Source: an optimization exercise on an open RTL-to-GDS flow (aim: small area). Production flows keep margins and buffers that such runs may drop.
Function was checked by simulation only, so behaviour that the tests miss may differ from the original.
Power figures rest on the tool's default switching activity, not on a simulated workload.

==> flow/design.v (excerpt) <==
module register_file #(
    parameter int DATA_W = mips_pkg::DATA_W_DEF,
    parameter int ADDR_W = mips_pkg::ADDR_W_DEF
) (
    input  logic              CLK,
    input  logic              Reset,
    input  logic              RegWre,
    input  logic [ADDR_W-1:0] WriteReg,
    input  logic [DATA_W-1:0] WriteData,
    input  logic [ADDR_W-1:0] rs,
    input  logic [ADDR_W-1:0] rt,
    output logic [DATA_W-1:0] ReadData1,
    output logic [DATA_W-1:0] ReadData2,
    output logic [DATA_W-1:0] ADR,
    output logic [DATA_W-1:0] BDR
);
    localparam int NUM_REGS = 1 << ADDR_W;
    logic [DATA_W-1:0]   data_r [1:NUM_REGS-1];
    logic [DATA_W-1:0]   data_d [1:NUM_REGS-1];
    logic [NUM_REGS-1:1] valid_r;
    logic [NUM_REGS-1:1] wsel_s;
    logic [NUM_REGS-1:1] sel1_s;
    logic [NUM_REGS-1:1] sel2_s;
    logic [NUM_REGS-1:1] wsel_n_s;
    logic [DATA_W-1:0]   adr_d;
    logic [DATA_W-1:0]   bdr_d;
    logic [DATA_W-1:0]   rd1_s;
    logic [DATA_W-1:0]   rd2_s;
    logic [DATA_W-1:0]   adr_r;
    logic [DATA_W-1:0]   bdr_r;
    logic                hit1_s;
    logic                hit2_s;
    always_comb begin
        for (int i = 1; i < NUM_REGS; i++) begin
            wsel_s[i] = RegWre && (WriteReg == ADDR_W'(i));
            sel1_s[i] = valid_r[i] && (rs == ADDR_W'(i));
            sel2_s[i] = valid_r[i] && (rt == ADDR_W'(i));
        end
    end
    assign wsel_n_s = ~wsel_s;
    for (genvar i = 1; i < NUM_REGS; i++) begin : g_word
        for (genvar b = 0; b < DATA_W; b++) begin : g_bit
            rf_wmux u_wmux (
                .sel   (wsel_s[i]),
                .sel_n (wsel_n_s[i]),
                .a     (WriteData[b]),
                .b     (data_r[i][b]),
                .d     (data_d[i][b])
            );
        end
    end
    always_ff @(posedge CLK) begin
        for (int i = 1; i < NUM_REGS; i++) begin
  ...
Settings: LEC_CHECK=0, CAP_MARGIN=20, CORE_MARGIN=2, CORE_UTILIZATION=40, SLEW_MARGIN=20, SYNTH_HIERARCHICAL=1, SYNTH_MINIMUM_KEEP_SIZE=0; clock period 8.0 ns.
run.sh (not shown) runs the stock make flow with config.mk's settings and CLKGATE_MAP_FILE= SYNTH_SCRIPT=/design/flow/synth_recipe.tcl, a recipe that flattens the netlist after the stock synthesis.
The starting point completed without violations.
Change:
==> flow/flow/run.sh (new file) <==
#!/bin/bash
# Standard ORFS layout, with two changes made through ORFS's own variables:
#  - port buffers use the smallest buffer cell (every port is still buffered);
#  - CTS inserts no dummy loads and uses small clock buffers in small clusters.
# Each tool's full output goes to the ORFS logs under orfs/logs/ and to standard.log here.
set -euo pipefail
export BUFFER_PORTS_ARGS="-buffer_cell sky130_fd_sc_hd__buf_1"
export CTS_ARGS="-sink_clustering_enable -repair_clock_nets -dont_use_dummy_load -sink_clustering_size 8 -sink_clustering_max_diameter 50 -buf_list {sky130_fd_sc_hd__clkbuf_4}"
bash standard.sh finish > standard.log 2>&1
==> flow/standard.sh (new file) <==
#!/bin/bash
# synth_recipe.tcl (not shown) runs the flow's synth.tcl, then flattens the netlist and writes it again
# the make line also repeats each setting of config.mk as NAME=value (left out here)
make -C /OpenROAD-flow-scripts/flow DESIGN_CONFIG=/design/flow/config.mk WORK_HOME=/design/flow/orfs CLKGATE_MAP_FILE= SYNTH_SCRIPT=/design/flow/synth_recipe.tcl "${@:-finish}"
- CAP_MARGIN: 20 -> 0
- CORE_UTILIZATION: 40 -> 30
- SLEW_MARGIN: 20 -> 0
removed: flow/run.sh
The changed run completed, yet does not pass: max-capacitance violations, max-slew violations.
Register-to-register slack improves by 0.04 ns.
Maximum frequency is higher by 13%.
Clock-buffer cell count is lower by 17.
Critical path depth does not change.
Synthesized area does not change.
First-iteration DRC count is higher by 1.0%.
Final area is lower by 7.6%.
Hold slack improves by 0.0085 ns.
Wire length is lower by 0.71%.
Die area is higher by 33%.
Flip-flop and latch count is unchanged.
Change:
- CORE_UTILIZATION: 30 -> 40
Result: This time the run produced a clean layout; setup slack gets worse by 0.0080 ns; combinational power hardly moves; design area went down by about 1.1%; non-clock buffer count went down by 1; final cell count went down by 7.7%.
Change:
--- a/flow/flow/run.sh
+++ b/flow/flow/run.sh
@@ -7,3 +7,3 @@
 export BUFFER_PORTS_ARGS="-buffer_cell sky130_fd_sc_hd__buf_1"
-export CTS_ARGS="-sink_clustering_enable -repair_clock_nets -dont_use_dummy_load -sink_clustering_size 8 -sink_clustering_max_diameter 50 -buf_list {sky130_fd_sc_hd__clkbuf_4}"
+export CTS_ARGS="-sink_clustering_enable -repair_clock_nets -dont_use_dummy_load -sink_clustering_size 9 -sink_clustering_max_diameter 50 -buf_list {sky130_fd_sc_hd__clkbuf_4}"
 bash standard.sh finish > standard.log 2>&1
- The changed run completed with no timing, DRC or antenna violations
- synthesized cell count is unchanged
- critical path depth does not change
- clock skew fell by 0.0093 ns
- wire length is about the same
- register-to-register slack improved by 0.13 ns
- global-route usage hardly moves

static timing again, ports no longer ideal:
The results above use ideal ports. As a check the final layouts listed here were re-extracted and re-timed, cells and wires unchanged.
Step 1 assumes that a clkbuf_16 drives the clock port and a buf_2 every other input.
Step 2 times the ports against the registers' clock, not the clock port: input delays grow and output delays shrink by t, the midpoint of the rising clock arrivals with the driver on.
a / b / c = ideal ports / drivers / drivers and shift; a / b = the first two.
| run | t, ns | setup WS [ns] | worst hold slack (ns) |
|---|---|---|---|
| the first run | 0.785 | 0.454 / 0.419 / 0.419 | 0.484 / 0.484 / 0.484 |
| the second run | 1.229 | 1.351 / 1.149 / 1.149 | 0.493 / 0.493 / 0.493 |
| the third run | 1.135 | 1.343 / 1.310 / 1.310 | 0.496 / 0.496 / 0.496 |
| the fourth run | 1.143 | 1.309 / 1.282 / 1.282 | 0.504 / 0.504 / 0.504 |
The setup slack of the second run, which loses most, moves by -0.202 ns with the drivers and by -0.202 ns with both steps.
